This design comes from an exercise in tuning for small area on the open sky130 flow, not from production work. Where RTL was checked, it was by simulation tests only, not by an equivalence proof against the original. For run 3, only the layout was checked, not whether the RTL still works. Power figures rest on the tool's default switching activity, not on a simulated workload.

**flow/design.v**
```verilog
`timescale 1ns/1ps
module maxpool2x2_stream #(
  parameter int CH     = 6,
  parameter int DW     = 32,
  parameter int OW     = 8,
  parameter int IMG_W  = 28,
  parameter int IMG_H  = 28,
  parameter int QSHIFT = 8
) (
  input  logic             clk,
  input  logic             rst_n,
  input  logic             clear,
  input  logic             in_valid,
  output logic             in_ready,
  input  logic [CH*DW-1:0] in_data,
  output logic             out_valid,
  input  logic             out_ready,
  output logic [CH*OW-1:0] out_data,
  output logic             out_last
);
  localparam int HW  = IMG_W / 2;
  localparam int CW  = $clog2(IMG_W);
  localparam int RW  = $clog2(IMG_H);
  localparam int LIW = (HW > 1) ? $clog2(HW) : 1;
  localparam logic [CW-1:0] COL_LAST = CW'(IMG_W - 1);
  localparam logic [RW-1:0] ROW_LAST = RW'(IMG_H - 1);
  logic [CW-1:0]    col_q, col_d;
  logic [RW-1:0]    row_q, row_d;
  logic [CH*DW-1:0] hreg_q;
  logic [CH*DW-1:0] linebuf [HW];
  logic             out_valid_q;
  logic [CH*OW-1:0] out_data_q;
  logic             out_last_q;
  logic             accept, fill_wr, pool_ld;
  logic [LIW-1:0]   lb_idx;
  logic [CH*DW-1:0] lb_rd, hmax;
  logic [CH*OW-1:0] q_data;
  function automatic logic [DW-1:0] smax(input logic [DW-1:0] a, input logic [DW-1:0] b);
    smax = ($signed(a) > $signed(b)) ? a : b;
  endfunction
  function automatic logic [OW-1:0] quant(input logic [DW-1:0] m);
    logic [DW-1:0] q;
    q = m >> QSHIFT;
    if (m[DW-1])              quant = '0;
    else if ((q >> OW) != '0) quant = '1;
    else                      quant = q[OW-1:0];
  endfunction
  assign in_ready  = !clear && (!out_valid_q || out_ready);
  assign accept    = in_valid && in_ready;
  assign lb_idx    = LIW'(col_q >> 1);
  assign fill_wr   = accept && !row_q[0] && col_q[0];
  assign pool_ld   = accept &&  row_q[0] && col_q[0];
  assign lb_rd     = linebuf[lb_idx];
  assign out_valid = out_valid_q;
  assign out_data  = out_data_q;
  assign out_last  = out_last_q;
  always_comb begin
    col_d = col_q + 1'b1;
    row_d = row_q;
    if (col_q == COL_LAST) begin
      col_d = '0;
      row_d = (row_q == ROW_LAST) ? '0 : row_q + 1'b1;
    end
  end
  always_comb begin
    hmax   = '0;
    q_data = '0;
    for (int c = 0; c < CH; c++) begin
      hmax[c*DW +: DW]   = smax(hreg_q[c*DW +: DW], in_data[c*DW +: DW]);
      q_data[c*OW +: OW] = quant(smax(lb_rd[c*DW +: DW], hmax[c*DW +: DW]));
    end
  end
  always_ff @(posedge clk or negedge rst_n) begin
    if (!rst_n) begin
      col_q       <= '0;
      row_q       <= '0;
      hreg_q      <= '0;
      out_valid_q <= 1'b0;
      out_data_q  <= '0;
      out_last_q  <= 1'b0;
    end else if (clear) begin
      col_q       <= '0;
      row_q       <= '0;
      hreg_q      <= '0;
      out_valid_q <= 1'b0;
      out_last_q  <= 1'b0;
    end else begin
      if (accept) begin
        col_q <= col_d;
        row_q <= row_d;
        if (!col_q[0]) hreg_q <= in_data;
      end
      if (pool_ld) begin
        out_data_q  <= q_data;
        out_valid_q <= 1'b1;
        out_last_q  <= (row_q == ROW_LAST) && (col_q == COL_LAST);
      end else if (out_ready) begin
        out_valid_q <= 1'b0;
      end
    end
  end
  always_ff @(posedge clk) begin
    if (fill_wr) linebuf[lb_idx] <= hmax;
  end
endmodule
```
**flow/run.sh**
```bash
#!/bin/bash
# synth_recipe.tcl (not shown) runs the flow's synth.tcl, then flattens the netlist and writes it again
# the make line also repeats each setting of config.mk as NAME=value (left out here)
make -C /OpenROAD-flow-scripts/flow DESIGN_CONFIG=/design/flow/config.mk WORK_HOME=/design/flow/orfs CLKGATE_MAP_FILE= SYNTH_SCRIPT=/design/flow/synth_recipe.tcl finish
```
**flow/config.mk**
```make
export PLATFORM = sky130hd
export DESIGN_NAME = maxpool2x2_stream
export DESIGN_NICKNAME = maxpool2x2_stream
export VERILOG_FILES = /design/flow/design.v
export SDC_FILE = /design/flow/constraint.sdc
export NUM_CORES = 4
export LEC_CHECK = 0
export CAP_MARGIN = 20
export CORE_MARGIN = 2
export CORE_UTILIZATION = 40
export SLEW_MARGIN = 20
```
**flow/constraint.sdc**
```tcl
create_clock -name core_clock -period 8.0 [get_ports {clk}]
set_input_delay 1.6000 -clock core_clock [delete_from_list [all_inputs] [get_ports {clk}]]
set_output_delay 1.6000 -clock core_clock [all_outputs]
set_load 0.01 [all_outputs]
```
==> results.toml, run 1 <==
[global_route]
grt_pass1_wl_um = 477000
grt_overflow = 0
antenna_found_initial = 44
track_usage_pct = 20.3
grt_max_degree = 168
grt_pass1_vias = 69300

[sta]
fmaxAchievable_ghz = 0.139
period_minus_slack_ps = 7190
layout_setup_ws_ps = 807
setup_violations = 0
max_slew_margin_pct = 22.8
grt_setup_unrepaired = "false"
whs_ps = 497
slew_viol_final = 0
hold_viol = 0
fin_skew_ps = 60.9
worst_pin_slew_ps = 1160
timing.final.crit_share_pct = 89.9

[floorplanning]
die_w_um = 564
initial_utilization_pct = 40.2
row_count = 205
dieHeight_um = 564
placeableCoreArea_mm2 = 0.312
dieArea_mm2 = 0.318
ios = 248

[synthesis]
ys_types = 75
async_flop_share_pct = 8.57
yosysWarnings = 1
synth_edf_count = 2688
ys_seq_area_share_pct = 69.5
synthesis.nets = 7597
synth_cells = 7014
synth_flop_cell = "edfxtp_1"
ys_ff_latch = 2940
syn_area_mm2 = 0.125
postSynthAreaPerCell_um2 = 17.9

[place]
port_buffers = 247
dp_slack_ps = 97.4
place.gp.congestion = 0.858
dp_hpwl_um = 186000

[cts]
cts_tree = "yes"
clk_pin_slew_ps = 60
cts_inserted_buffers = 321
worstSkewPairLatency_ps = 930
cts_hold_buf = 0
cts_num_sinks = 2940
cts_buffer_depth = 4
clockRootBuffer = "clkbuf_16"
cts_resized = 0
htree_levels = 5
cts_setup_buffers = 0

[min_path]
holdCritStartpoint = "out_data_q[8]"
hold_depth = 2
hold_class = "reg -> reg"

[critical_path]
crit-reg2reg-launch = "hreg_q[27]"
crit_end = "out_data_q[4]"
r2r_slack_ps = 1600
critPathLaunchType = "input pin"
cp_slowest_cell = "a21oi_1"
arrival_ps = 7920
cp-end-kind = "flip-flop"
worstPathRequired_ps = 8730
r2r_end = "out_data_q[4]"
path_cells = "clkdlybuf4s50_1 > buf_4 > inv_1 > ha_1 > nand4_1 > nor4_1 > nor3b_1 > a21oi_1 > a21boi_4 > mux2_2 > inv_1 > ha_1 > nand2_1 > or4_1 > nor4_1 > buf_4 > o31ai_1 > nand3_1 > mux2i_1 > a21oi_1 > or3_1 > o211ai_1"
path_max_fanout = 17
startpoint = "in_data[26]"
crit_type = "in -> reg"
critical-path-max-stage-delay_ps = 670
ff2ff_path_depth = 19

[power]
max-vdd-ir-drop_uv = 189
p_leak_nw = 48.8
p_total_mw = 35.5
cellPowerDensity_mw_per_mm2 = 247

[cells_and_area]
syn_to_final_growth_pct = 14.8
finalNetCount = 8028
drive_above_1_share_pct = 20.3

[route]
wirelength_um = 324000
drt_iter0_drc = 5854
dr.pass1.iters = 5
vias = 67500
drc_errors = 0
vias_per_cell = 5.69
antenna_left = 0
routedWlPerCell_um = 27.3

[run_status]
status = "no timing/DRC/antenna violations"

[flow_run]
cap_violations = 0
==> layout make-up <==
| class | count | area (um2) |
|---|---|---|
| Timing Repair Buffer | 434 | 4500 |
| Clock inverter | 170 | 1520 |
| Clock buffer | 414 | 8660 |
| Multi-Input combinational cell | 3330 | 35200 |
| Fill cell | 26300 | 168000 |
| Tap cell | 4140 | 5180 |
| Sequential cell | 2940 | 87000 |
| Inverter | 418 | 1570 |
| Antenna cell | 7 | 17.5 |
==> state kept, by name (all words and copies together), names as in the netlist <==
register	cells
col_q	5
hreg_q	192
linebuf	2688
out_data_q	48
out_last_q	1
out_valid_q	1
row_q	5
==> per-stage QoR <==
step / TNS [ps] / std cells / utilization [%] / area, um2
floorplan: -389180 / 7014 / - / 125000
global placement: 0 / 11300 / 42.8 / 133000
detailed placement: 0 / 11300 / 42.8 / 134000
CTS: 0 / 11800 / 46.1 / 144000
global route: 0 / 11900 / 46.1 / 144000
finish: 0 / 11900 / 46.1 / 144000
==> report_power, final <==
group	leakage (nW)	total, mW	internal, mW	switching, mW
clock network	4.96	14.3	8.21	6.11
logic	16.0	3.63	1.39	2.24
registers	27.8	17.5	17.4	0.115
==> cell usage after synthesis (28+ instances only) <==
cell | instances | area (um2)
a21o_1 | 41 | 308
a21oi_1 | 255 | 1280
buf_1 | 28 | 105
buf_2 | 79 | 395
buf_4 | 35 | 263
clkbuf_1 | 170 | 638
dfrtp_1 | 252 | 6310
edfxtp_1 | 2688 | 80700
ha_1 | 386 | 4830
inv_1 | 418 | 1570
mux2_2 | 180 | 2030
mux2i_1 | 231 | 2310
mux4_2 | 704 | 15900
nand2_1 | 394 | 1480
nand2b_1 | 124 | 776
nand3_1 | 41 | 205
nand4_1 | 85 | 532
nor2_1 | 120 | 450
nor4_1 | 79 | 494
o211ai_1 | 54 | 405
o21ai_0 | 272 | 1360
o22ai_1 | 48 | 300
==> cell families (layout without fill, tap and decap cells) <==
group	Yosys count	count (layout)	synth area share (%)
flip-flops	2940	2940	69.5
multiplexers	1115	1115	16.1
AND/OR/NAND/NOR	970	970	3.81
AO/OA/AOI/OAI	859	859	4.21
buffers and inverters	744	1436	2.50
adder cells (fa/ha/maj)	386	386	3.86
other	0	7	0
==> how the worst min path moves through the flow <==
stage                           endpoint  slack (ps)
after floorplan                 row_q[4]         500
after global placement    out_data_q[15]         480
after CTS                 out_data_q[15]         500
after global routing      out_data_q[15]         530
final                      out_data_q[8]         500
after detailed placement  out_data_q[13]         480
==> placed cells by master, fill, tap and decap left out, types with 17 or more instances in the layout <==
cell type / Yosys / layout
edfxtp_1: 2688 / 2688
mux4_2: 704 / 704
inv_1: 418 / 417
nand2_1: 394 / 393
ha_1: 386 / 386
clkbuf_16: 0 / 326
o21ai_0: 272 / 272
a21oi_1: 255 / 254
dfrtp_1: 252 / 248
clkdlybuf4s50_1: 0 / 245
mux2i_1: 231 / 231
mux2_2: 180 / 180
buf_4: 35 / 138
nand2b_1: 124 / 123
nor2_1: 120 / 105
nand4_1: 85 / 85
nor4_1: 79 / 79
clkbuf_1: 170 / 71
clkinv_1: 0 / 63
o211ai_1: 54 / 54
clkinv_2: 0 / 51
o22ai_1: 48 / 48
buf_12: 0 / 48
a21o_1: 41 / 41
nand3_1: 41 / 40
nor2b_1: 24 / 24
nor3_1: 24 / 24
a211oi_1: 22 / 21
o31ai_1: 20 / 20
o21a_1: 18 / 17
o22a_1: 17 / 17
clkbuf_8: 0 / 17
==> layer usage <==
layer	track usage (%)	vias to the layer above	routed length [um]
met1	27.5	36000	136000
li1	-	29000	-
met3	2.48	502	16600
met2	34.3	1961	162000
met4	6.17	18	9310
met5	0	-	115
==> worst max-delay path: cells and delay by family <==
kind / cells / cell delay, ps
AO/OA/AOI/OAI: 5 / 1270
adder cells (fa/ha/maj): 2 / 720
buffers and inverters: 5 / 940
multiplexers: 2 / 490
AND/OR/NAND/NOR: 8 / 2880
==> run 2, diff against run 1 <==
==> flow/design.v (replaced) <==
`timescale 1ns/1ps
module maxpool2x2_stream #(
  parameter int CH     = 6,
  parameter int DW     = 32,
  parameter int OW     = 8,
  parameter int IMG_W  = 28,
  parameter int IMG_H  = 28,
  parameter int QSHIFT = 8
) (
  input  logic             clk,
  input  logic             rst_n,
  input  logic             clear,
  input  logic             in_valid,
  output logic             in_ready,
  input  logic [CH*DW-1:0] in_data,
  output logic             out_valid,
  input  logic             out_ready,
  output logic [CH*OW-1:0] out_data,
  output logic             out_last
);
  localparam int HW = IMG_W / 2;
  localparam int CW = $clog2(IMG_W);
  localparam int RW = $clog2(IMG_H);
  localparam logic [CW-1:0] COL_LAST = CW'(IMG_W - 1);
  localparam logic [RW-1:0] ROW_LAST = RW'(IMG_H - 1);
  logic [CW-1:0]    col_q;
  logic [RW-1:0]    row_q;
  logic             out_valid_q;
  logic [CH*OW-1:0] ring [HW];
  logic             accept, odd, fill;
  logic [CH*OW-1:0] q_in, m;
  function automatic logic [OW-1:0] quant(input logic [DW-1:0] x);
    logic [DW-1:0] q;
    q = x >> QSHIFT;
    if (x[DW-1])              quant = '0;
    else if ((q >> OW) != '0) quant = '1;
    else                      quant = q[OW-1:0];
  endfunction
  assign in_ready  = !clear && (!out_valid_q || out_ready);
  assign accept    = in_valid && in_ready;
  assign odd       = col_q[0];
  assign fill      = !row_q[0];
  assign out_valid = out_valid_q;
  assign out_data  = ring[1];
  assign out_last  = (col_q == '0) && (row_q == '0);
  always_comb begin
    for (int c = 0; c < CH; c++) begin
      q_in[c*OW +: OW] = quant(in_data[c*DW +: DW]);
      m[c*OW +: OW]    = ((fill && !odd) || (q_in[c*OW +: OW] > ring[0][c*OW +: OW]))
                         ? q_in[c*OW +: OW] : ring[0][c*OW +: OW];
    end
  end
  always_ff @(posedge clk or negedge rst_n) begin
    if (!rst_n) begin
      col_q       <= '0;
      row_q       <= '0;
      out_valid_q <= 1'b0;
    end else if (clear) begin
      col_q       <= '0;
      row_q       <= '0;
      out_valid_q <= 1'b0;
    end else begin
      if (accept) begin
        if (col_q == COL_LAST) begin
          col_q <= '0;
          row_q <= (row_q == ROW_LAST) ? '0 : row_q + 1'b1;
        end else begin
          col_q <= col_q + 1'b1;
        end
      end
      if (accept && odd && !fill) out_valid_q <= 1'b1;
      else if (out_ready)         out_valid_q <= 1'b0;
    end
  end
  always_ff @(posedge clk) begin
    if (accept) begin
      if (odd) begin
        ring[0] <= ring[HW-1];
        ring[1] <= m;
        for (int i = 2; i < HW; i++) ring[i] <= ring[i-1];
      end else begin
        ring[0] <= m;
      end
    end
  end
endmodule
==> run 2 against run 1 <==
Still clean. Flip-flop and latch count shrank 2257. Maximum frequency up 48%. Via count is 83% lower. Clock power shrank 76%. Largest cell class unchanged. Largest power group unchanged.
==> results.toml, run 2 <==
[global_route]
track_usage_pct = 13.4
grt_max_degree = 136
antenna_found_initial = 2
grt_pass1_wl_um = 65200
grt_pass1_vias = 11700
grt_overflow = 0

[route]
vias = 11500
routed-wl-met3_um = 1840
wirelength_um = 42000
routedWlPerCell_um = 17.9
drc_errors = 0
antenna_left = 0
wl_met2_um = 18600
vias_per_cell = 4.89
top_layer_used = "met4"
drt_iter0_drc = 883
dr.pass1.iters = 5
wl_met1_um = 20200

[flow_run]
cap_violations = 0

[sta]
max_slew_margin_pct = 39.5
fmaxAchievable_ghz = 0.206
setup_violations = 0
whs_ps = 413
worst_pin_slew_ps = 903
hold_viol = 0
slew_viol_final = 0
fin_skew_ps = 17.4
period_minus_slack_ps = 4860
setup_tns_ps = 0
timing.final.crit_share_pct = 60.8
grt_setup_unrepaired = "false"

[critical_path]
cp-end-kind = "flip-flop"
crit_path_frequent_cell = "nor2b_1"
r2r_slack_ps = 4980
cp_slowest_cell = "clkdlybuf4s50_1"
r2r_end = "ring[11][25]"
worstPathRequired_ps = 8340
cp.buffers_inverters = 1
crit_type = "in -> reg"
critPathLaunchType = "input pin"
crit-reg2reg-launch = "out_valid_q"
arrival_ps = 5200
path_max_fanout = 10
critical-path-max-stage-delay_ps = 620
path_cells = "clkdlybuf4s50_1 > nor4_1 > nand4_1 > or2_0 > nor2b_1 > ha_1 > nor2b_1 > o211ai_1 > a21oi_1 > a211o_1 > a21oi_4 > mux2_2"
critical_path.top_delay_family = "simple AND/OR/NAND/NOR gates"
ff2ff_path_depth = 5

[synthesis]
ys_types = 47
synth_compound_gate_area_share_pct = 3.71
synth_top_family_by_area = "simple AND/OR/NAND/NOR gates"
synth.most_common_cell = "edfxtp_1"
yosysWarnings = 2
synth_common_cells = "edfxtp_1, nor2_1, inv_1"
syn_area_mm2 = 0.0242
synth_fa_ha_area_share_pct = 2.69
synth_cells = 1244
async_flop_share_pct = 1.61
ys_seq_area_share_pct = 84.5
synthMuxAreaShare_pct = 3.15
yosysTopAreaCellShare_pct = 83.4
synthesis.nets = 1493
synth_edf_count = 672
synth_area_leader_cell = "edfxtp_1"
synth_xor_area_share_pct = 0
postSynthAreaPerCell_um2 = 19.5
synth-simple-area-share_pct = 4.69
synth_flop_cell = "edfxtp_1"
ys_ff_latch = 683
synth_area_leaders = "edfxtp_1, ha_1, mux2_2, nor2_1, mux2i_1"

[cells_and_area]
drive_above_1_share_pct = 11.4
top_register = "ring"
reg_top3 = "ring x672, col_q x5, row_q x5"
post-route-util_pct = 49.4
largest_reg_flops = 672
mostFrequentLayoutCells = "edfxtp_1, clkdlybuf4s50_1, nor2_1"
finalNetCount = 1758
syn_to_final_growth_pct = 22.6
layout_commonest_cell = "edfxtp_1"

[cts]
clockRootBuffer = "clkbuf_16"
cts_hold_buf = 0
cts_setup_buffers = 0
worstSkewPairLatency_ps = 600
cts_num_sinks = 683
cts_inserted_buffers = 73
htree_levels = 3
cts_tree = "yes"
cts_buffer_depth = 3
clk_pin_slew_ps = 60
cts_resized = 0

[place]
port_buffers = 199
place.gp.congestion = 0.769
dp_hpwl_um = 24300

[floorplanning]
dieArea_mm2 = 0.0625
initial_utilization_pct = 40.2
ios = 248
row_count = 90
die_w_um = 250
placeableCoreArea_mm2 = 0.0601
dieHeight_um = 250

[min_path]
hold_class = "reg -> reg"
holdCritStartpoint = "ring[9][16]"
hold_end = "ring[10][16]"
hold_depth = 0

[power]
internal_power_mw = 6.24
max-vdd-ir-drop_uv = 164
cellPowerDensity_mw_per_mm2 = 264
power_frac_comb_pct = 4.4
pwr-share-clk_pct = 43.6
p_sw_share_pct = 20.3
seqPwrFrac_pct = 51.9
p_leak_nw = 9.94
p_total_mw = 7.82
switching_power_mw = 1.58

[run_status]
status = "no timing/DRC/antenna violations"
[run 2: changes by cell type after synthesis, sizes merged, moves of 202 or more]
| cell | previous run | this run |
|---|---|---|
| o21ai | 272 | 19 |
| dfrtp | 252 | 11 |
| a21oi | 255 | 42 |
| ha | 386 | 52 |
| mux2i | 231 | 29 |
| mux4 | 704 | 0 |
| nand2 | 394 | 13 |
| inv | 418 | 57 |
| edfxtp | 2688 | 672 |
[run 2: worst max-delay path by stage]
stage                startpoint           to  slack, ps  cells after the start
finish              in_data[95]  ring[1][23]       3140                     12
global route        in_data[31]   ring[1][2]       2860                     11
CTS                 in_data[95]  ring[1][17]       3140                     12
floorplan             out_ready  ring[10][0]        440                      4
global placement    in_data[31]   ring[1][2]       2560                     12
detailed placement  in_data[31]   ring[1][2]       2520                     12
[run 2: kinds of logic after synthesis]
kind of cell | after synthesis
flip-flops | 683
adder cells (fa/ha/maj) | 52
multiplexers | 71
AND/OR/NAND/NOR | 234
AO/OA/AOI/OAI | 126
buffers and inverters | 78
[run 2: metrics by stage]
stage	instances	instance area (um2)	setup WS, ps
floorplan	1244	24200	440
global placement	2216	27200	2560
detailed placement	2216	27200	2520
CTS	2349	29700	3140
global route	2350	29700	2860
finish	2350	29700	3140
[run 2: routing by layer]
layer  track usage, %  vias to the layer above
met4             5.15                        0
li1                 -                     5375
met2             19.7                      239
met3             3.34                       91
met1             19.3                     5796
met5                0                        -
[run 2: layout make-up]
type | instances | area [um2]
Sequential cell | 683 | 20500
Multi-Input combinational cell | 483 | 3450
Clock inverter | 49 | 532
Inverter | 57 | 214
Timing Repair Buffer | 211 | 2130
Tap cell | 782 | 978
Antenna cell | 1 | 2.50
Fill cell | 5009 | 30500
Clock buffer | 84 | 1910
[run 2: power groups by stage]
stage | clock (mW) | combinational (mW) | sequential [mW]
after floorplan | 0 | 0.183 | 4.14
after global placement | 0 | 0.342 | 4.13
after detailed placement | 0 | 0.351 | 4.14
after CTS | 3.54 | 0.354 | 4.06
after global routing | 3.68 | 0.385 | 4.07
final | 3.41 | 0.346 | 4.06
==> run 3, diff against run 2 <==
--- a/flow/design.v
+++ b/flow/design.v
@@ -27,5 +27,5 @@
   logic [RW-1:0]    row_q;
   logic             out_valid_q;
-  logic [CH*OW-1:0] ring [HW];
+  logic [HW-1:0][CH*OW-1:0] ring;
   logic             accept, odd, fill;
   logic [CH*OW-1:0] q_in, m;
==> flow/flow/run.sh (new file) <==
#!/bin/bash
# The standard layout, with smaller port buffers and a clock tree of smaller buffers
# and no dummy loads. Each ORFS step logs to orfs/logs/; make's own output goes to make.log.
set -euo pipefail
export BUFFER_PORTS_ARGS="-buffer_cell sky130_fd_sc_hd__buf_1"
export CTS_ARGS="-sink_clustering_enable -repair_clock_nets -dont_use_dummy_load -buf_list {sky130_fd_sc_hd__clkbuf_4 sky130_fd_sc_hd__clkbuf_8} -sink_clustering_size 20 -sink_clustering_max_diameter 60"
bash standard.sh > make.log 2>&1
==> flow/standard.sh (new file) <==
#!/bin/bash
# synth_recipe.tcl (not shown) runs the flow's synth.tcl, then flattens the netlist and writes it again
# the make line also repeats each setting of config.mk as NAME=value (left out here)
make -C /OpenROAD-flow-scripts/flow DESIGN_CONFIG=/design/flow/config.mk WORK_HOME=/design/flow/orfs CLKGATE_MAP_FILE= SYNTH_SCRIPT=/design/flow/synth_recipe.tcl "${@:-finish}"
removed: flow/run.sh
==> run 3 against run 2 <==
Sequential share of layout area grew 7.4 points. Power shrank 25%. Via count shrank 0.16%. Routed wire length shrank 3.8%. Highest routed layer unchanged.
==> results.toml, run 3 <==
[critical_path]
worstPathRequired_ps = 8340
critPathLaunchType = "input pin"
critical-path-max-stage-delay_ps = 560
path_cells = "buf_1 > nor4_1 > nand4_1 > o21bai_1 > inv_1 > ha_1 > nand4_1 > nor2_1 > a211o_1 > and3_1 > mux2i_1"
arrival_ps = 4790
cp_slowest_cell = "and3_1"
cp.buffers_inverters = 2
r2r_end = "ring[652]"
crit-reg2reg-launch = "col_q[0]"
path_max_fanout = 10
cp-end-kind = "flip-flop"
r2r_slack_ps = 4760
crit_path_frequent_cell = "nand4_1"
critical_path.top_delay_family = "simple AND/OR/NAND/NOR gates"
crit_type = "in -> reg"
ff2ff_path_depth = 4

[route]
drt_iter0_drc = 944
wirelength_um = 40400
vias = 11500
drc_errors = 0
dr.pass1.iters = 5
routedWlPerCell_um = 17.8
vias_per_cell = 5.06
antenna_left = 0

[synthesis]
synth-simple-area-share_pct = 3.90
synth_area_leaders = "edfxtp_1, ha_1, buf_4, mux2i_1, inv_1"
yosysWarnings = 1
postSynthAreaPerCell_um2 = 19.1
synthMuxAreaShare_pct = 2.20
ys_ff_latch = 683
synth_flop_cell = "edfxtp_1"
synth_fa_ha_area_share_pct = 2.62
yosysTopAreaCellShare_pct = 81.4
syn_area_mm2 = 0.0248
synth_cells = 1300
synth_edf_count = 672
synth_compound_gate_area_share_pct = 5.59
async_flop_share_pct = 1.61
synth_top_family_by_area = "compound AO/OA/AOI/OAI gates"
ys_types = 52
ys_seq_area_share_pct = 82.5
synth_xor_area_share_pct = 0
synth_area_leader_cell = "edfxtp_1"
synth_common_cells = "edfxtp_1, inv_1, nand2_1"
synth.most_common_cell = "edfxtp_1"
synthesis.nets = 1549

[cts]
htree_levels = 2
cts_resized = 0
clk_pin_slew_ps = 110
cts_tree = "yes"
cts_num_sinks = 683
clockRootBuffer = "clkbuf_8"
worstSkewPairLatency_ps = 640
cts_buffer_depth = 3
cts_inserted_buffers = 47
cts_setup_buffers = 0
cts_hold_buf = 0

[min_path]
hold_end = "ring[192]"
hold_class = "reg -> reg"
hold_depth = 0
holdCritStartpoint = "ring[144]"

[global_route]
grt_pass1_vias = 11300
grt_pass1_wl_um = 62400
track_usage_pct = 12.6
antenna_found_initial = 0
grt_overflow = 0
grt_max_degree = 190

[cells_and_area]
top_register = "ring"
finalNetCount = 1731
antenna_cells = 0
drive_above_1_share_pct = 7.57
layout_commonest_cell = "edfxtp_1"
register_area_mm2 = 0.0205
post-route-util_pct = 43.6
multiInputGateArea_mm2 = 0.00358
nFillCells = 5391
largest_reg_flops = 672
reg_top3 = "ring x672, col_q x5, row_q x5"
mostFrequentLayoutCells = "edfxtp_1, buf_1, inv_1"
syn_to_final_growth_pct = 8.14

[floorplanning]
dieArea_mm2 = 0.0640
initial_utilization_pct = 40.3
placeableCoreArea_mm2 = 0.0615
ios = 248
dieHeight_um = 253
row_count = 91
die_w_um = 253

[power]
cellPowerDensity_mw_per_mm2 = 219
max-vdd-ir-drop_uv = 115
p_leak_nw = 8.52

[sta]
grt_setup_unrepaired = "false"
layout_setup_ws_ps = 3550
max_slew_margin_pct = 34.7
timing.final.crit_share_pct = 55.6
hold_viol = 0
worst_pin_slew_ps = 980
period_minus_slack_ps = 4450
setup_violations = 0
fmaxAchievable_ghz = 0.225
slew_viol_final = 0
fin_skew_ps = 58.4

[place]
place.gp.congestion = 0.775
dp_slack_ps = 2890
port_buffers = 199
dp_hpwl_um = 24400

[run_status]
status = "no timing/DRC/antenna violations"

[flow_run]
cap_violations = 0
run 3: kinds of logic (layout without fill, tap and decap cells):
group           after synthesis  in the layout
flops                       683            683
fa+ha+maj                    52             52
mux                          52             52
compound gates              166            166
simple gates                197            197
buf+inv                     150            330
run 3: area by class of cell:
cell class	instances	share of cell area [%]
flip-flops and latches	683	76.3
repair buffers	207	3.20
clock buffers	47	2.41
inverters	76	1.06
multi-input cells	467	13.4
well taps	790	3.69
run 3: stage by stage:
step,cells,power (mW),hold slack [ps],instance area (um2),setup TNS (ps)
floorplan,1300,4.36,400,24800,-2192860
global placement,2223,4.43,400,26200,0
detailed placement,2223,4.44,405,26200,0
CTS,2270,5.98,362,26800,0
global route,2270,6.14,357,26800,0
finish,2270,5.88,373,26800,0
run 3: worst reg2reg max path: stages (launching register included):
cell and delay, ps:
dfrtp_4 800, inv_2 240, nor2_4 620, buf_12 420, buf_12 610
run 3: metal layers:
layer | track usage (%) | routed length, um | vias up
li1 | - | - | 5368
met1 | 19.0 | 19600 | 5748
met2 | 18.1 | 17500 | 304
met3 | 2.45 | 2330 | 63
met4 | 4.23 | 892 | 0
met5 | 0 | 0 | -
run 3: power breakdown:
part,switching [mW],leakage [nW],internal [mW]
clock network,0.994,0.338,0.528
registers,0.0357,6.27,4.02
logic,0.193,1.90,0.105
total,1.22,8.52,4.65
run 3: worst max path at each step:
stage | startpoint | end | slack, ps | cells past startpoint
after floorplan | out_ready | ring[100] | -3510 | 4
after global placement | in_data[191] | ring[91] | 2850 | 11
after detailed placement | in_data[191] | ring[91] | 2890 | 11
after CTS | in_data[191] | ring[94] | 3590 | 11
after global routing | in_data[191] | ring[92] | 3220 | 11
final | in_data[191] | ring[94] | 3550 | 11
==> run 4, diff against run 3 <==
--- a/flow/design.v
+++ b/flow/design.v
@@ -44,8 +44,13 @@
   assign out_data  = ring[1];
   assign out_last  = (col_q == '0) && (row_q == '0);
+  function automatic logic gt_u(input logic [OW-1:0] a, input logic [OW-1:0] b);
+    gt_u = 1'b0;
+    for (int i = 0; i < OW; i++) gt_u = (a[i] & ~b[i]) | ((a[i] | ~b[i]) & gt_u);
+  endfunction
   always_comb begin
     for (int c = 0; c < CH; c++) begin
       q_in[c*OW +: OW] = quant(in_data[c*DW +: DW]);
-      m[c*OW +: OW]    = ((fill && !odd) || (q_in[c*OW +: OW] > ring[0][c*OW +: OW]))
+      m[c*OW +: OW]    = ((fill && !odd) ||
+                          (!in_data[c*DW + DW-1] && (((in_data[c*DW +: DW-1] >> (QSHIFT + OW)) != '0) || gt_u(in_data[c*DW+QSHIFT +: OW], ring[0][c*OW +: OW]))))
                          ? q_in[c*OW +: OW] : ring[0][c*OW +: OW];
     end
==> flow/flow/run.sh (replaced) <==
#!/bin/bash
# Own layout flow: the standard synthesis, then the combinational logic re-mapped for
# area (registers kept exactly as synthesised), then the standard ORFS layout with smaller
# port buffers and a clock tree of smaller buffers without dummy loads.
# Logs: make_synth.log, reopt.log, make_layout.log here; each ORFS step in orfs/logs/.
set -euo pipefail
here=$(pwd)
flowdir=$here/flow
res=$here/orfs/results/$FLOW_PLATFORM/maxpool2x2_stream/base
platdir=$FLOW_HOME/platforms/$FLOW_PLATFORM

export BUFFER_PORTS_ARGS="-buffer_cell sky130_fd_sc_hd__buf_1"
export CTS_ARGS="-sink_clustering_enable -repair_clock_nets -dont_use_dummy_load -buf_list {sky130_fd_sc_hd__clkbuf_4} -sink_clustering_size 12 -sink_clustering_max_diameter 40"

bash standard.sh synth > make_synth.log 2>&1

cp $res/1_2_yosys.v $here/standard_synth.v
export REOPT_IN=$here/standard_synth.v
export REOPT_OUT=$here/reopt.v
export REOPT_ABC=$flowdir/area.abc
export REOPT_LIB=$platdir/lib/sky130_fd_sc_hd__tt_025C_1v80.lib
export REOPT_TOP=$FLOW_TOP
export REOPT_SEQ="$(grep -o 'sky130_fd_sc_hd__[a-z0-9_]*' $REOPT_IN | sort -u | grep -E '__(df|edf|sdf|dl)' | tr '\n' ' ')"
export REOPT_DONT_USE="$(sed -n '/DONT_USE_CELLS += /,/^$/p' $platdir/config.mk | grep -o 'sky130_fd_sc_hd__[a-z0-9_]*' | tr '\n' ' ')"
yosys -c $flowdir/reopt.tcl > reopt.log 2>&1

cp $here/reopt.v $res/1_2_yosys.v
rm -f $res/1_synth.odb $res/1_synth.sdc
bash standard.sh > make_layout.log 2>&1
==> flow/flow/area.abc (new file) <==
strash
dc2
dch -f
amap
strash
dc2
dch -f
amap
strash
dch -f
amap
topo
dnsize -c
==> flow/flow/reopt.tcl (new file) <==
# Re-map the combinational logic of the standard synthesis netlist for area, keeping every
# register instance (name, cell type and connections) exactly as the standard synthesis made it.
# Env: REOPT_IN, REOPT_OUT, REOPT_ABC, REOPT_LIB, REOPT_DONT_USE, REOPT_TOP
yosys read_liberty -ignore_miss_func $::env(REOPT_LIB)
yosys read_verilog $::env(REOPT_IN)
yosys hierarchy -top $::env(REOPT_TOP)
# every cell type in the netlist that has state stays a black box instance
set seq {}
foreach c [split $::env(REOPT_SEQ) " "] { if {$c ne ""} { lappend seq $c } }
foreach c $seq { yosys setattr -mod -set keep_hierarchy 1 $c }
yosys flatten
yosys rename -hide {w:*.*}
yosys opt_clean -purge
yosys stat
set du {}
foreach c [split $::env(REOPT_DONT_USE) " "] { if {$c ne ""} { lappend du -dont_use $c } }
yosys abc -liberty $::env(REOPT_LIB) -script $::env(REOPT_ABC) {*}$du
yosys setundef -zero
yosys splitnets
yosys opt_clean -purge
yosys hilomap -singleton -hicell sky130_fd_sc_hd__conb_1 HI -locell sky130_fd_sc_hd__conb_1 LO
yosys insbuf -buf sky130_fd_sc_hd__buf_4 A X
yosys opt_clean -purge
foreach c $seq { yosys blackbox $c }
yosys hierarchy -top $::env(REOPT_TOP)
yosys stat -liberty $::env(REOPT_LIB)
yosys write_verilog -noattr -nohex -nodec $::env(REOPT_OUT)
--- a/flow/config.mk
+++ b/flow/config.mk
@@ -8,4 +8,5 @@
 export CAP_MARGIN = 20
 export CORE_MARGIN = 2
-export CORE_UTILIZATION = 40
+export CORE_UTILIZATION = 65
+export PLACE_DENSITY = 0.75
 export SLEW_MARGIN = 20
==> run 4 against run 3 <==
Cell count fell by 18%. Routed wire length shrank 11%. Core utilization grew 27 points. Cell area shrank 7.3%. Maximum frequency down 2.1%. Critical path depth is 5 lower. Power decreased by 3.7%. Synthesized cell count is 9.9% lower. Combinational power down 25%. Sequential power about the same. Die area decreased by 42%.
==> results.toml, run 4 <==
[cts]
htree_levels = 3
cts_inserted_buffers = 77
clockRootBuffer = "clkbuf_4"
cts_tree = "yes"
clk_pin_slew_ps = 100
worstSkewPairLatency_ps = 760
cts_hold_buf = 0
cts_num_sinks = 683
cts_resized = 0
cts_buffer_depth = 3
cts_setup_buffers = 0

[cells_and_area]
top_register = "ring"
finalNetCount = 1607
drive_above_1_share_pct = 6.53
mostFrequentLayoutCells = "edfxtp_1, buf_1, clkbuf_4"
syn_to_final_growth_pct = 7.25
reg_top3 = "ring x672, col_q x5, row_q x5"
largest_reg_flops = 672
post-route-util_pct = 70.4
layout_commonest_cell = "edfxtp_1"

[route]
vias = 11000
drt_iter0_drc = 905
drc_errors = 0
routedWlPerCell_um = 19.1
vias_per_cell = 5.85
dr.pass1.iters = 5
wirelength_um = 35800
antenna_left = 0

[sta]
slew_viol_final = 0
fin_skew_ps = 81.2
timing.final.crit_share_pct = 56.9
worst_pin_slew_ps = 1080
whs_ps = 360
hold_viol = 0
fmaxAchievable_ghz = 0.220
period_minus_slack_ps = 4550
layout_setup_ws_ps = 3450
max_slew_margin_pct = 27.9
grt_setup_unrepaired = "false"
setup_violations = 0

[synthesis]
syn_area_mm2 = 0.0232
postSynthAreaPerCell_um2 = 19.8
yosysWarnings = 1
synthesis.nets = 1368
synth_cells = 1171

[floorplanning]
dieArea_mm2 = 0.0372
ios = 248
row_count = 69
initial_utilization_pct = 65.7
die_w_um = 193
dieHeight_um = 193
placeableCoreArea_mm2 = 0.0353

[global_route]
track_usage_pct = 19.2
grt_pass1_vias = 10300
grt_pass1_wl_um = 53500
grt_max_degree = 212
antenna_found_initial = 3
grt_overflow = 0

[power]
cellPowerDensity_mw_per_mm2 = 227
max-vdd-ir-drop_uv = 172
p_leak_nw = 7.65
p_total_mw = 5.66

[flow_run]
cap_violations = 0

[min_path]
hold_class = "reg -> reg"
hold_depth = 0

[critical_path]
crit_type = "reg -> out"
arrival_ps = 2950
cp-end-kind = "output port"
path_max_fanout = 6
worstPathRequired_ps = 6400
critPathLaunchType = "flip-flop"
ff2ff_path_depth = 4

[place]
place.gp.congestion = 0.844
dp_slack_ps = 3450
port_buffers = 199
dp_hpwl_um = 21000

[run_status]
status = "no timing/DRC/antenna violations"
run 4: power by group:
group          leakage (nW)  total, mW  internal, mW  switching [mW]
combinational          1.02      0.223        0.0715           0.151
clock                 0.354       1.40         0.445           0.958
sequential             6.27       4.03          4.00          0.0266
run 4: cell type report:
class                   count  area [um2]
inverters                  69         260
well taps                 461         577
repair buffers            208         843
diodes                      3        7.51
multi-input cells         371        2150
fillers                  2191       10400
clock buffers              77         578
flip-flops and latches    683       20500
run 4: path summary, 6_finish.rpt:
kind / startpoint / end / slack (ps)
setup / recovery: row_q[0] / out_last / 3450
hold / removal: ring[177] / ring[225] / 360
setup reg to reg: col_q[0] / ring[292] / 3790
hold reg to reg: ring[177] / ring[225] / 360
max in group asynchronous: rst_n / col_q[1] / 6750
min in group asynchronous: rst_n / row_q[3] / 810
run 4: per-stage QoR:
step	TNS, ps	area [um2]	std cells
floorplan	-5628480	23200	1171
global placement	0	24300	1792
detailed placement	0	24300	1792
CTS	0	24900	1869
global route	0	24900	1872
finish	0	24900	1872
run 4: routing by layer:
| layer | GRT usage (%) | part of all wire [%] |
|---|---|---|
| met1 | 28.9 | 46 |
| met2 | 28.0 | 45 |
| met3 | 4.44 | 6.3 |
| met4 | 7.52 | 2.7 |
| met5 | 0 | 0.031 |
run 4: critical path, cell delays in order (launching register included):
cell      delay [ps]
dfrtp_1          460
nor2_1           500
buf_4            320
clkinv_1         230
buf_4            260
nor4_1           250
buf_1            190
==> run 5, diff against run 4 <==
--- a/flow/flow/run.sh
+++ b/flow/flow/run.sh
@@ -11,5 +11,5 @@
 
 export BUFFER_PORTS_ARGS="-buffer_cell sky130_fd_sc_hd__buf_1"
-export CTS_ARGS="-sink_clustering_enable -repair_clock_nets -dont_use_dummy_load -buf_list {sky130_fd_sc_hd__clkbuf_4} -sink_clustering_size 12 -sink_clustering_max_diameter 40"
+export CTS_ARGS="-sink_clustering_enable -repair_clock_nets -dont_use_dummy_load -buf_list {sky130_fd_sc_hd__clkbuf_4 sky130_fd_sc_hd__clkbuf_8} -sink_clustering_size 20 -sink_clustering_max_diameter 60"
 
 bash standard.sh synth > make_synth.log 2>&1
==> run 5 against run 4 <==
Critical path type unchanged. Core utilization about the same. Worst setup slack improved by 200 ps. Register-to-register slack better by 20 ps. Synthesized cell count stayed put. First-iteration DRC count fell by 9.3%.
==> results.toml, run 5 <==
[run_status]
status = "no timing/DRC/antenna violations"

[global_route]
grt_pass1_wl_um = 52000
grt_overflow = 0
antenna_found_initial = 1
track_usage_pct = 18.5
grt_pass1_vias = 10000
grt_max_degree = 212

[critical_path]
cp_slowest_cell = "nor2_1"
ff2ff_path_depth = 4
cp-end-kind = "output port"
path_max_fanout = 6
crit_path_frequent_cell = "buf_4"
crit_type = "reg -> out"
critPathLaunchType = "flip-flop"
worstPathRequired_ps = 6400
path_cells = "nor2_1 > buf_4 > clkinv_1 > buf_4 > nor4_1 > buf_1"
critical-path-max-stage-delay_ps = 490
r2r_slack_ps = 3810
r2r_end = "ring[579]"
crit-reg2reg-launch = "col_q[0]"
arrival_ps = 2750

[cts]
clockRootBuffer = "clkbuf_8"
cts_num_sinks = 683
worstSkewPairLatency_ps = 580
cts_resized = 0
clk_pin_slew_ps = 110
cts_inserted_buffers = 42
htree_levels = 2
cts_buffer_depth = 3
cts_tree = "yes"
cts_setup_buffers = 0
cts_hold_buf = 0

[place]
place.detailed.instances = 1792
dp_slack_ps = 3450
port_buffers = 199
place.gp.congestion = 0.844
dp_hpwl_um = 21000

[cells_and_area]
multiInputGateArea_mm2 = 0.00215
register_area_mm2 = 0.0205
drive_above_1_share_pct = 4.15
fin_cells = 1834
post-route-util_pct = 70.4
top_register = "ring"
largest_reg_flops = 672
layout_commonest_cell = "edfxtp_1"
nFillCells = 2157
antenna_cells = 0
mostFrequentLayoutCells = "edfxtp_1, buf_1, nor2_1"
syn_to_final_growth_pct = 7.22
reg_top3 = "ring x672, col_q x5, row_q x5"
finalNetCount = 1572

[sta]
hold_viol = 0
layout_setup_ws_ps = 3650
max_slew_margin_pct = 22.1
fmaxAchievable_ghz = 0.230
period_minus_slack_ps = 4350
setup_tns_ps = 0
grt_setup_unrepaired = "false"
slew_viol_final = 0
setup_violations = 0
fin_skew_ps = 51.6
worst_pin_slew_ps = 1170
timing.final.crit_share_pct = 54.3

[route]
antenna_left = 0
drt_iter0_drc = 821
routedWlPerCell_um = 19.0
vias = 10700
dr.pass1.iters = 5
drc_errors = 0
vias_per_cell = 5.82
wirelength_um = 34800

[synthesis]
yosysWarnings = 1
syn_area_mm2 = 0.0232
synthesis.nets = 1368
postSynthAreaPerCell_um2 = 19.8
synth_cells = 1171

[min_path]
holdCritStartpoint = "ring[253]"
hold_end = "ring[301]"
hold_class = "reg -> reg"
hold_depth = 0

[power]
cellPowerDensity_mw_per_mm2 = 227
p_leak_nw = 7.60
max-vdd-ir-drop_uv = 178
p_total_mw = 5.64

[floorplanning]
die_w_um = 193
dieHeight_um = 193
row_count = 69
dieArea_mm2 = 0.0372
ios = 248
initial_utilization_pct = 65.7
placeableCoreArea_mm2 = 0.0353

[flow_run]
cap_violations = 0
run 5: stage by stage:
stage          instance area (um2)  hold WS [ps]
2_1_floorplan                23200           400
3_3_place_gp                 24300           401
3_5_place_dp                 24300           405
4_1_cts                      24900           386
5_1_grt                      24900           398
6_report                     24900           387
run 5: cell type report:
class,count,area share [%]
clock buffer,42,2.32
inverter,69,1.05
multi-input combinational,371,8.65
sequential,683,82.3
tap,461,2.32
timing repair buffer,208,3.39
run 5: worst max path at each step:
| stage | depth (start not counted) | from | endpoint |
|---|---|---|---|
| 5_1_grt | 6 | row_q[0] | out_last |
| 3_5_place_dp | 14 | in_data[74] | ring[17] |
| 2_1_floorplan | 3 | out_ready | ring[100] |
| 6_report | 6 | row_q[0] | out_last |
| 4_1_cts | 6 | row_q[0] | out_last |
| 3_3_place_gp | 4 | col_q[0] | ring[110] |
run 5: where the power goes:
group	total, mW	switching (mW)	internal (mW)
Sequential	4.03	0.0265	4.00
Clock	1.39	0.912	0.476
Combinational	0.223	0.151	0.0715
run 5: critical path, delay by kind of cell (launching register included):
| family | cells | cell delay, ps |
|---|---|---|
| buffers and inverters | 4 | 990 |
| and+or+nand+nor | 2 | 740 |
| DFF | 1 | 450 |
run 5: routing by layer:
metal / share of wire [%] / up-vias / GRT usage [%]
li1: - / 4931 / -
met1: 46 / 5313 / 28.4
met2: 46 / 362 / 27.7
met3: 5.6 / 73 / 2.98
met4: 2.3 / 2 / 6.26
met5: 0.037 / - / 0
==> run 6, diff against run 5 <==
==> flow/flow/area.abc (replaced) <==
strash
&get -n
&deepsyn -T 20
&put
dch -f
amap
strash
dch -f
amap
topo
dnsize -c
==> run 6 against run 5 <==
Still clean. Sequential share of layout area up 1.1 points. Power about the same. Combinational power down 3%. Non-clock buffer count down 1. Cell count down 5.0%. Worst setup slack worse by 310 ps. Global-route usage up 0.21 points. Worst hold slack better by 28 ps. Clock power about the same. First-iteration DRC count up 6.6%. Routed wire length down 0.24%.
==> results.toml, run 6 <==
[power]
seqPwrFrac_pct = 71.5
switching_power_mw = 1.10
p_total_mw = 5.64
max-vdd-ir-drop_uv = 185
power_frac_comb_pct = 3.9
p_sw_share_pct = 19.5
internal_power_mw = 4.54
p_leak_nw = 7.43
cellPowerDensity_mw_per_mm2 = 230
pwr-share-clk_pct = 24.6

[global_route]
antenna_found_initial = 0
grt_pass1_vias = 9777
grt_overflow = 0
grt_max_degree = 214
grt_pass1_wl_um = 51800
track_usage_pct = 18.7

[cts]
cts_buffer_depth = 3
cts_num_sinks = 683
cts_tree = "yes"
clk_pin_slew_ps = 110
worstSkewPairLatency_ps = 580
cts_resized = 0
cts_inserted_buffers = 41
clockRootBuffer = "clkbuf_8"
cts_setup_buffers = 0
htree_levels = 2
cts_hold_buf = 0

[critical_path]
crit-reg2reg-launch = "col_q[0]"
arrival_ps = 3050
startpoint = "col_q[0]"
path_max_fanout = 52
crit_type = "reg -> out"
critPathLaunchType = "flip-flop"
r2r_slack_ps = 3400
cp-end-kind = "output port"
worstPathRequired_ps = 6400

[place]
dp_hpwl_um = 20200
dpl_cell_area_mm2 = 0.0240
dp_slack_ps = 3330
place.gp.congestion = 0.866
place.detailed.instances = 1701
port_buffers = 199

[route]
drc_errors = 0
antenna_left = 0
vias_per_cell = 5.84
vias = 10200
wirelength_um = 34800
drt_iter0_drc = 875
routedWlPerCell_um = 19.9
dr.pass1.iters = 5

[floorplanning]
dieHeight_um = 192
initial_utilization_pct = 66.1
row_count = 68
dieArea_mm2 = 0.0367
ios = 248
die_w_um = 192
placeableCoreArea_mm2 = 0.0346

[sta]
whs_ps = 415
hold_viol = 0
setup_violations = 0
fmaxAchievable_ghz = 0.215
slew_viol_final = 0
timing.final.crit_share_pct = 58.2
grt_setup_unrepaired = "false"
worst_pin_slew_ps = 1080
period_minus_slack_ps = 4650
fin_skew_ps = 43.5
layout_setup_ws_ps = 3350
setup_tns_ps = 0
max_slew_margin_pct = 28.0

[flow_run]
cap_violations = 0

[synthesis]
syn_area_mm2 = 0.0229
postSynthAreaPerCell_um2 = 21.0
synth_cells = 1087
synthesis.nets = 1284
yosysWarnings = 1

[cells_and_area]
top_register = "ring"
drive_above_1_share_pct = 4.43
largest_reg_flops = 672
mostFrequentLayoutCells = "edfxtp_1, buf_1, clkinv_1"
stdcell_area_mm2 = 0.0245
finalNetCount = 1486
fin_cells = 1743
post-route-util_pct = 70.9
layout_commonest_cell = "edfxtp_1"
nFillCells = 2029
multiInputGateArea_mm2 = 0.00185
reg_top3 = "ring x672, col_q x5, row_q x5"
syn_to_final_growth_pct = 7.26
register_area_mm2 = 0.0205

[min_path]
hold_class = "reg -> reg"
holdCritStartpoint = "ring[590]"

[run_status]
status = "no timing/DRC/antenna violations"
-- run 6: final cells by class --
cell class                      count  area share, %
Timing Repair Buffer              207           3.44
Multi-Input combinational cell    288           7.53
Clock buffer                       41           2.30
Tap cell                          455           2.32
Sequential cell                   683           83.4
Inverter                           68           1.05
Antenna cell                        1         0.0102
-- run 6: per-layer routing --
layer | vias to the layer above | wire length, um | global-route usage, %
met5 | - | 0 | 0
met4 | 0 | 904 | 5.68
met3 | 85 | 1670 | 2.70
met2 | 330 | 16100 | 28.7
met1 | 5132 | 16100 | 28.7
li1 | 4634 | - | -
-- run 6: worst max-delay path, stage by stage, from the launching register on --
cell	delay, ps
dfrtp_2	390
buf_4	340
nor2_1	570
buf_4	300
clkinv_1	330
nor3_1	380
buf_1	190
-- run 6: power groups by stage --
stage	Combinational (mW)	Sequential [mW]	Clock (mW)
after floorplan	0.130	4.13	0
after global placement	0.205	4.11	0
after detailed placement	0.217	4.11	0
after CTS	0.218	4.03	1.45
after global routing	0.242	4.04	1.57
final	0.217	4.03	1.39
-- run 6: final timing paths --
kind	end	depth (start not counted)
min	ring[638]	0
min reg2reg	ring[638]	0
max	out_last	6
min in group asynchronous	row_q[2]	1
max reg2reg	ring[611]	7
max in group asynchronous	col_q[0]	1
==> run 7, diff against run 6 <==
==> flow/flow/area.abc (replaced) <==
strash
&get -n
&deepsyn -T 60
&put
dch -f
amap
strash
dch -f
amap
topo
dnsize -c
--- a/flow/config.mk
+++ b/flow/config.mk
@@ -8,5 +8,5 @@
 export CAP_MARGIN = 20
 export CORE_MARGIN = 2
-export CORE_UTILIZATION = 65
-export PLACE_DENSITY = 0.75
+export CORE_UTILIZATION = 70
+export PLACE_DENSITY = 0.8
 export SLEW_MARGIN = 20
==> run 7 against run 6 <==
Worst hold slack got worse by 33 ps. Core utilization rose by 5.0 points. Count of clock-buffer cells in the layout rose by 1. Largest cell class unchanged. Critical path type unchanged.
==> results.toml, run 7 <==
[run_status]
status = "no timing/DRC/antenna violations"

[synthesis]
postSynthAreaPerCell_um2 = 21.0
syn_area_mm2 = 0.0229
synth_cells = 1087
yosysWarnings = 1
synthesis.nets = 1284

[sta]
whs_ps = 382
hold_viol = 0
slew_viol_final = 0
layout_setup_ws_ps = 3440
fmaxAchievable_ghz = 0.219
timing.final.crit_share_pct = 57.0
grt_setup_unrepaired = "false"
worst_pin_slew_ps = 998
setup_violations = 0
fin_skew_ps = 40.0
setup_tns_ps = 0
max_slew_margin_pct = 33.4
period_minus_slack_ps = 4560

[critical_path]
path_max_fanout = 52
crit-reg2reg-launch = "col_q[0]"
critPathLaunchType = "flip-flop"
worstPathRequired_ps = 6400
crit_type = "reg -> out"
crit_end = "out_last"
cp-end-kind = "output port"
ff2ff_path_depth = 7
startpoint = "col_q[0]"
arrival_ps = 2960
r2r_end = "ring[325]"
r2r_slack_ps = 3900

[power]
pwr-share-clk_pct = 24.6
switching_power_mw = 1.08
seqPwrFrac_pct = 71.6
internal_power_mw = 4.55
p_total_mw = 5.63
p_sw_share_pct = 19.2
cellPowerDensity_mw_per_mm2 = 229
power_frac_comb_pct = 3.8
max-vdd-ir-drop_uv = 165
p_leak_nw = 7.46

[global_route]
grt_pass1_vias = 9557
grt_overflow = 0
grt_max_degree = 223
antenna_found_initial = 1
grt_pass1_wl_um = 49400
track_usage_pct = 19.1

[floorplanning]
placeableCoreArea_mm2 = 0.0324
row_count = 66
ios = 248
dieHeight_um = 185
initial_utilization_pct = 70.7
die_w_um = 185
dieArea_mm2 = 0.0341

[cts]
cts_num_sinks = 683
worstSkewPairLatency_ps = 570
clk_pin_slew_ps = 110
cts_inserted_buffers = 42
cts_hold_buf = 0
htree_levels = 2
cts_setup_buffers = 0
cts_resized = 0
cts_tree = "yes"
clockRootBuffer = "clkbuf_8"
cts_buffer_depth = 3

[cells_and_area]
reg_top3 = "ring x672, col_q x5, row_q x5"
antenna_cells = 0
post-route-util_pct = 75.9
mostFrequentLayoutCells = "edfxtp_1, buf_1, clkinv_1"
syn_to_final_growth_pct = 7.41
top_register = "ring"
largest_reg_flops = 672
nFillCells = 1797
finalNetCount = 1488
drive_above_1_share_pct = 4.58
layout_commonest_cell = "edfxtp_1"

[route]
drt_iter0_drc = 826
antenna_left = 0
dr.pass1.iters = 6
drc_errors = 0
vias_per_cell = 5.86
wirelength_um = 33400
routedWlPerCell_um = 19.3
vias = 10100

[min_path]
hold_class = "reg -> reg"
hold_depth = 0

[place]
dp_hpwl_um = 19500
place.gp.congestion = 0.853
port_buffers = 199
dp_slack_ps = 3620

[flow_run]
cap_violations = 0
run 7: power by group through the flow:
stage	logic [mW]	registers, mW	clock network (mW)
after floorplan	0.130	4.13	0
after global placement	0.204	4.11	0
after detailed placement	0.214	4.11	0
after CTS	0.215	4.03	1.45
after global routing	0.240	4.04	1.56
final	0.216	4.03	1.39
run 7: metrics by stage:
step	cells	area (um2)
2_1_floorplan	1087	22900
3_3_place_gp	1687	23900
3_5_place_dp	1687	23900
4_1_cts	1729	24500
5_1_grt	1731	24600
6_report	1731	24600
run 7: layer usage:
layer / vias up / GRT usage [%] / wire length (um)
met5: - / 0 / 13
met4: 2 / 6.95 / 1040
met3: 84 / 2.93 / 1640
met2: 323 / 28.8 / 15200
met1: 5094 / 29.5 / 15500
li1: 4641 / - / -
run 7: critical path, stage by stage, from the launching register on:
cell	delay, ps
dfrtp_2	400
buf_4	340
nor2_1	540
buf_4	290
clkinv_1	320
nor3_1	310
buf_1	180
run 7: how the worst min path moves through the flow:
stage,end,startpoint
final,ring[469],ring[421]
after floorplan,ring[144],ring[96]
after global placement,ring[665],ring[617]
after detailed placement,ring[185],ring[137]
after CTS,ring[469],ring[421]
after global routing,ring[373],ring[325]
run 7: final cells by class:
cell class / count / area, um2 / area share (%)
inverter: 68 / 258 / 1.05
sequential: 683 / 20500 / 83.2
multi-input combinational: 288 / 1850 / 7.51
clock buffer: 42 / 578 / 2.35
tap: 442 / 553 / 2.25
timing repair buffer: 208 / 883 / 3.59
==> run 8, diff against run 7 <==
--- a/flow/flow/run.sh
+++ b/flow/flow/run.sh
@@ -11,5 +11,5 @@
 
 export BUFFER_PORTS_ARGS="-buffer_cell sky130_fd_sc_hd__buf_1"
-export CTS_ARGS="-sink_clustering_enable -repair_clock_nets -dont_use_dummy_load -buf_list {sky130_fd_sc_hd__clkbuf_4 sky130_fd_sc_hd__clkbuf_8} -sink_clustering_size 20 -sink_clustering_max_diameter 60"
+export CTS_ARGS="-sink_clustering_enable -repair_clock_nets -dont_use_dummy_load -buf_list {sky130_fd_sc_hd__clkbuf_8 sky130_fd_sc_hd__clkbuf_16} -sink_clustering_size 32 -sink_clustering_max_diameter 50"
 
 bash standard.sh synth > make_synth.log 2>&1
==> flow/flow/area.abc (replaced) <==
strash
&get -n
&deepsyn -T 20
&put
dch -f
amap
strash
dch -f
amap
topo
dnsize -c
--- a/flow/config.mk
+++ b/flow/config.mk
@@ -8,5 +8,5 @@
 export CAP_MARGIN = 20
 export CORE_MARGIN = 2
-export CORE_UTILIZATION = 70
-export PLACE_DENSITY = 0.8
+export CORE_UTILIZATION = 65
+export PLACE_DENSITY = 0.75
 export SLEW_MARGIN = 20
==> run 8 against run 7 <==
Cell area grew 2.3%. Area after synthesis is the same. Worst setup slack lost 90 ps. Clock skew grew 7.2 ps. Count of clock-buffer cells in the layout grew 4. Global-route usage shrank 0.13 points. Via count grew 0.31%. Highest routed layer is now met4.
==> results.toml, run 8 <==
[route]
dr.pass1.iters = 5
wl_met2_um = 16500
wirelength_um = 34900
vias_per_cell = 5.82
wl_met1_um = 15900
antenna_left = 0
top_layer_used = "met4"
drt_iter0_drc = 892
vias = 10200
routed-wl-met3_um = 1710
routedWlPerCell_um = 20.0
drc_errors = 0

[cells_and_area]
layout_commonest_cell = "edfxtp_1"
top_register = "ring"
finalNetCount = 1491
syn_to_final_growth_pct = 9.83
drive_above_1_share_pct = 4.80
reg_top3 = "ring x672, col_q x5, row_q x5"
nFillCells = 1970
largest_reg_flops = 672
mostFrequentLayoutCells = "edfxtp_1, buf_1, clkinv_1"

[floorplanning]
die_w_um = 192
row_count = 68
placeableCoreArea_mm2 = 0.0346
dieHeight_um = 192
ios = 248
dieArea_mm2 = 0.0367
initial_utilization_pct = 66.1

[critical_path]
arrival_ps = 4810
crit_type = "reg -> reg"
path_max_fanout = 177
cp-end-kind = "flip-flop"
critPathLaunchType = "flip-flop"
worstPathRequired_ps = 8160

[sta]
slew_viol_final = 0
fmaxAchievable_ghz = 0.215
whs_ps = 376
fin_skew_ps = 47.1
setup_violations = 0
period_minus_slack_ps = 4650
setup_tns_ps = 0
hold_viol = 0
timing.final.crit_share_pct = 58.1
max_slew_margin_pct = 29.7
worst_pin_slew_ps = 1060
grt_setup_unrepaired = "false"

[global_route]
grt_pass1_wl_um = 52000
grt_overflow = 0
antenna_found_initial = 0
track_usage_pct = 19.0
grt_max_degree = 214
grt_pass1_vias = 9788

[power]
cellPowerDensity_mw_per_mm2 = 250
internal_power_mw = 5.09
seqPwrFrac_pct = 64.2
switching_power_mw = 1.19
p_sw_share_pct = 19.0
p_leak_nw = 7.71
max-vdd-ir-drop_uv = 232
p_total_mw = 6.28
pwr-share-clk_pct = 32.4
power_frac_comb_pct = 3.4

[synthesis]
syn_area_mm2 = 0.0229
synth_cells = 1087
yosysWarnings = 1
postSynthAreaPerCell_um2 = 21.0
synthesis.nets = 1284

[cts]
cts_setup_buffers = 0
worstSkewPairLatency_ps = 580
cts_tree = "yes"
clk_pin_slew_ps = 100
cts_inserted_buffers = 46
cts_buffer_depth = 3
cts_hold_buf = 0
htree_levels = 2
cts_resized = 0
clockRootBuffer = "clkbuf_16"
cts_num_sinks = 683

[run_status]
status = "no timing/DRC/antenna violations"

[place]
place.gp.congestion = 0.866
port_buffers = 199
dp_hpwl_um = 20200

[min_path]
hold_class = "reg -> reg"

[flow_run]
cap_violations = 0
run 8: worst paths after layout:
| kind | from | slack (ps) | end | depth (start not counted) |
|---|---|---|---|---|
| max reg2reg | col_q[0] | 3350 | ring[670] | 7 |
| min in group asynchronous | rst_n | 1030 | row_q[4] | 1 |
| min | ring[574] | 380 | ring[622] | 0 |
| max in group asynchronous | rst_n | 6560 | col_q[0] | 1 |
| max | col_q[0] | 3350 | ring[670] | 7 |
| min reg2reg | ring[574] | 380 | ring[622] | 0 |
run 8: worst max-delay path, cell delays in order (launching register included):
cell      delay (ps)
dfrtp_2          330
buf_4            570
clkinv_2         960
nor2_4           380
clkinv_2         140
nor2_4           650
buf_12           380
buf_12           670
run 8: stage by stage:
stage / util, % / area, um2 / worst slack [ps] / instances
2_1_floorplan: - / 22900 / -3660 / 1087
3_3_place_gp: 69.2 / 24000 / 3430 / 1701
3_5_place_dp: 69.2 / 24000 / 3330 / 1701
4_1_cts: 72.6 / 25100 / 3220 / 1747
5_1_grt: 72.6 / 25100 / 2940 / 1747
6_report: 72.6 / 25100 / 3350 / 1748
run 8: routing by layer:
| metal | vias up | GRT usage (%) |
|---|---|---|
| li1 | 4669 | - |
| met1 | 5128 | 28.7 |
| met2 | 316 | 28.9 |
| met3 | 62 | 2.98 |
| met4 | 0 | 7.04 |
| met5 | - | 0 |
run 8: power by group through the flow:
stage / registers, mW / clock network (mW) / logic (mW)
2_1_floorplan: 4.13 / 0 / 0.130
3_3_place_gp: 4.11 / 0 / 0.205
3_5_place_dp: 4.11 / 0 / 0.217
4_1_cts: 4.03 / 2.11 / 0.218
5_1_grt: 4.04 / 2.21 / 0.242
6_report: 4.03 / 2.03 / 0.217
run 8: area by class of cell:
class / count / area, um2 / area share, %
diodes: 1 / 2.50 / 0.00996
clock buffers: 46 / 1150 / 4.58
inverters: 68 / 258 / 1.03
multi-input cells: 288 / 1850 / 7.35
flip-flops and latches: 683 / 20500 / 81.4
well taps: 455 / 569 / 2.27
repair buffers: 207 / 845 / 3.36
==> run 9, diff against run 8 <==
--- a/flow/flow/run.sh
+++ b/flow/flow/run.sh
@@ -11,5 +11,5 @@
 
 export BUFFER_PORTS_ARGS="-buffer_cell sky130_fd_sc_hd__buf_1"
-export CTS_ARGS="-sink_clustering_enable -repair_clock_nets -dont_use_dummy_load -buf_list {sky130_fd_sc_hd__clkbuf_8 sky130_fd_sc_hd__clkbuf_16} -sink_clustering_size 32 -sink_clustering_max_diameter 50"
+export CTS_ARGS="-sink_clustering_enable -repair_clock_nets -dont_use_dummy_load -buf_list {sky130_fd_sc_hd__clkbuf_8 sky130_fd_sc_hd__clkbuf_16} -sink_clustering_buffer sky130_fd_sc_hd__clkbuf_16 -root_buf sky130_fd_sc_hd__clkbuf_8 -sink_clustering_size 40 -sink_clustering_max_diameter 60"
 
 bash standard.sh synth > make_synth.log 2>&1
==> run 9 against run 8 <==
Cell area down 1.1%. Worst hold slack worse by 4.9 ps. Critical path depth unchanged. Highest routed layer unchanged.
==> results.toml, run 9 <==
[run_status]
status = "no timing/DRC/antenna violations"

[synthesis]
synthesis.nets = 1284
yosysWarnings = 1
postSynthAreaPerCell_um2 = 21.0
synth_cells = 1087
syn_area_mm2 = 0.0229

[sta]
hold_viol = 0
setup_tns_ps = 0
worst_pin_slew_ps = 1070
grt_setup_unrepaired = "false"
fin_skew_ps = 42.7
fmaxAchievable_ghz = 0.214
period_minus_slack_ps = 4670
max_slew_margin_pct = 28.7
setup_violations = 0
whs_ps = 371
timing.final.crit_share_pct = 58.4
slew_viol_final = 0

[floorplanning]
ios = 248
placeableCoreArea_mm2 = 0.0346
die_w_um = 192
initial_utilization_pct = 66.1
dieHeight_um = 192
row_count = 68
dieArea_mm2 = 0.0367

[critical_path]
cp_slowest_cell = "clkinv_2"
path_cells = "buf_4 > clkinv_2 > nor2_4 > clkinv_2 > nor2_4 > buf_12 > buf_12"
worstPathRequired_ps = 8200
crit_type = "reg -> reg"
critPathLaunchType = "flip-flop"
cp-end-kind = "flip-flop"
arrival_ps = 4870
path_max_fanout = 177
critical-path-max-stage-delay_ps = 970

[global_route]
track_usage_pct = 18.8
antenna_found_initial = 0
grt_max_degree = 214
grt_pass1_vias = 9828
grt_pass1_wl_um = 52100
grt_overflow = 0

[route]
antenna_left = 0
routedWlPerCell_um = 20.1
drt_iter0_drc = 924
dr.pass1.iters = 5
drc_errors = 0
vias = 10200
wirelength_um = 34900
vias_per_cell = 5.85

[power]
p_leak_nw = 7.57
max-vdd-ir-drop_uv = 202
p_total_mw = 5.97
cellPowerDensity_mw_per_mm2 = 241

[flow_run]
cap_violations = 0

[cells_and_area]
antenna_cells = 0
drive_above_1_share_pct = 4.13
post-route-util_pct = 71.7
top_register = "ring"
stdcell_area_mm2 = 0.0248
layout_commonest_cell = "edfxtp_1"
largest_reg_flops = 672
finalNetCount = 1482
reg_top3 = "ring x672, col_q x5, row_q x5"
nFillCells = 1998
mostFrequentLayoutCells = "edfxtp_1, buf_1, clkinv_1"
syn_to_final_growth_pct = 8.59

[min_path]
hold_class = "reg -> reg"

[place]
port_buffers = 199
dpl_cell_area_mm2 = 0.0240
place.gp.congestion = 0.866
dp_hpwl_um = 20200

[cts]
htree_levels = 2
cts_resized = 0
cts_num_sinks = 683
worstSkewPairLatency_ps = 600
cts_hold_buf = 0
clk_pin_slew_ps = 110
clockRootBuffer = "clkbuf_8"
cts_buffer_depth = 3
cts_setup_buffers = 0
cts_inserted_buffers = 37
cts_tree = "yes"
-- run 9: per-layer routing --
| layer | GRT usage [%] | share of wire, % | vias up |
|---|---|---|---|
| li1 | - | - | 4641 |
| met1 | 28.5 | 46 | 5136 |
| met2 | 29.4 | 47 | 326 |
| met3 | 2.74 | 4.7 | 68 |
| met4 | 5.27 | 2.2 | 0 |
| met5 | 0 | 0 | - |
-- run 9: path summary, 6_finish.rpt --
kind / start / to / slack, ps / depth (start not counted)
min: ring[355] / ring[403] / 370 / 0
max in group asynchronous: rst_n / col_q[0] / 6590 / 1
min in group asynchronous: rst_n / col_q[1] / 990 / 1
min reg2reg: ring[355] / ring[403] / 370 / 0
max reg2reg: col_q[0] / ring[231] / 3330 / 7
max: col_q[0] / ring[231] / 3330 / 7
-- run 9: critical path: cells and delay by family (launching register included) --
family        cells  cell delay (ps)
simple gates      2             1030
flops             1              340
buf+inv           5             2630
-- run 9: report_power, final --
| part | internal [mW] | leakage [nW] | switching (mW) | total, mW |
|---|---|---|---|---|
| clock | 0.765 | 0.430 | 0.960 | 1.72 |
| combinational | 0.0709 | 0.877 | 0.147 | 0.217 |
| sequential | 4.00 | 6.26 | 0.0304 | 4.03 |
-- run 9: cell type report --
cell class,count,area [um2],area share (%)
clock buffers,37,870,3.50
inverters,68,258,1.04
multi-input cells,288,1850,7.43
flip-flops and latches,683,20500,82.3
well taps,455,569,2.29
repair buffers,207,845,3.40
-- run 9: metrics by stage --
| stage | std cells | worst slack (ps) |
|---|---|---|
| 2_1_floorplan | 1087 | -3660 |
| 3_3_place_gp | 1701 | 3430 |
| 3_5_place_dp | 1701 | 3330 |
| 4_1_cts | 1738 | 3180 |
| 5_1_grt | 1738 | 2930 |
| 6_report | 1738 | 3330 |

[what the ideal ports hide]
How much do the figures lean on ideal ports? The routed layouts below were timed once more, with nothing changed but the port constraints. Step 1: set_driving_cell puts a clkbuf_16 on clk and a buf_2 on each other input, an assumption about the parent block. Step 2 times the ports against the registers' clock, not the clock port: input delays grow and output delays shrink by t, the midpoint of the rising clock arrivals with the driver on. Three values: ideal, step 1, step 2; two values: the first two.
| run | shift t [ns] | setup WS [ns] | hold WS [ns] | slew at the worst register clock pin (ns) |
|---|---|---|---|---|
| run 1 | 1.000 | 0.807 / 0.891 / -0.110 | 0.497 / 0.497 / 0.497 | 0.06 / 0.06 |
| run 2 | 0.647 | 3.137 / 3.167 / 2.519 | 0.413 / 0.413 / 0.413 | 0.06 / 0.06 |
| run 3 | 0.665 | 3.549 / 3.565 / 2.900 | 0.373 / 0.373 / 0.373 | 0.12 / 0.12 |
| run 4 | 0.764 | 3.451 / 3.400 / 3.376 | 0.360 / 0.360 / 0.360 | 0.12 / 0.12 |
| run 5 | 0.603 | 3.653 / 3.605 / 3.327 | 0.387 / 0.387 / 0.387 | 0.11 / 0.11 |
| run 6 | 0.602 | 3.346 / 3.298 / 3.397 | 0.415 / 0.415 / 0.415 | 0.12 / 0.12 |
| run 7 | 0.599 | 3.443 / 3.394 / 3.552 | 0.382 / 0.382 / 0.382 | 0.12 / 0.12 |
| run 8 | 0.612 | 3.353 / 3.353 / 3.353 | 0.376 / 0.376 / 0.376 | 0.10 / 0.10 |
| run 9 | 0.631 | 3.330 / 3.330 / 3.330 | 0.371 / 0.371 / 0.371 | 0.11 / 0.11 |
With both steps, setup timing fails in run 1, where it was met with ideal ports. For run 1, which loses most, drivers alone change the setup slack by +0.084 ns; drivers and shift together by -0.917 ns.
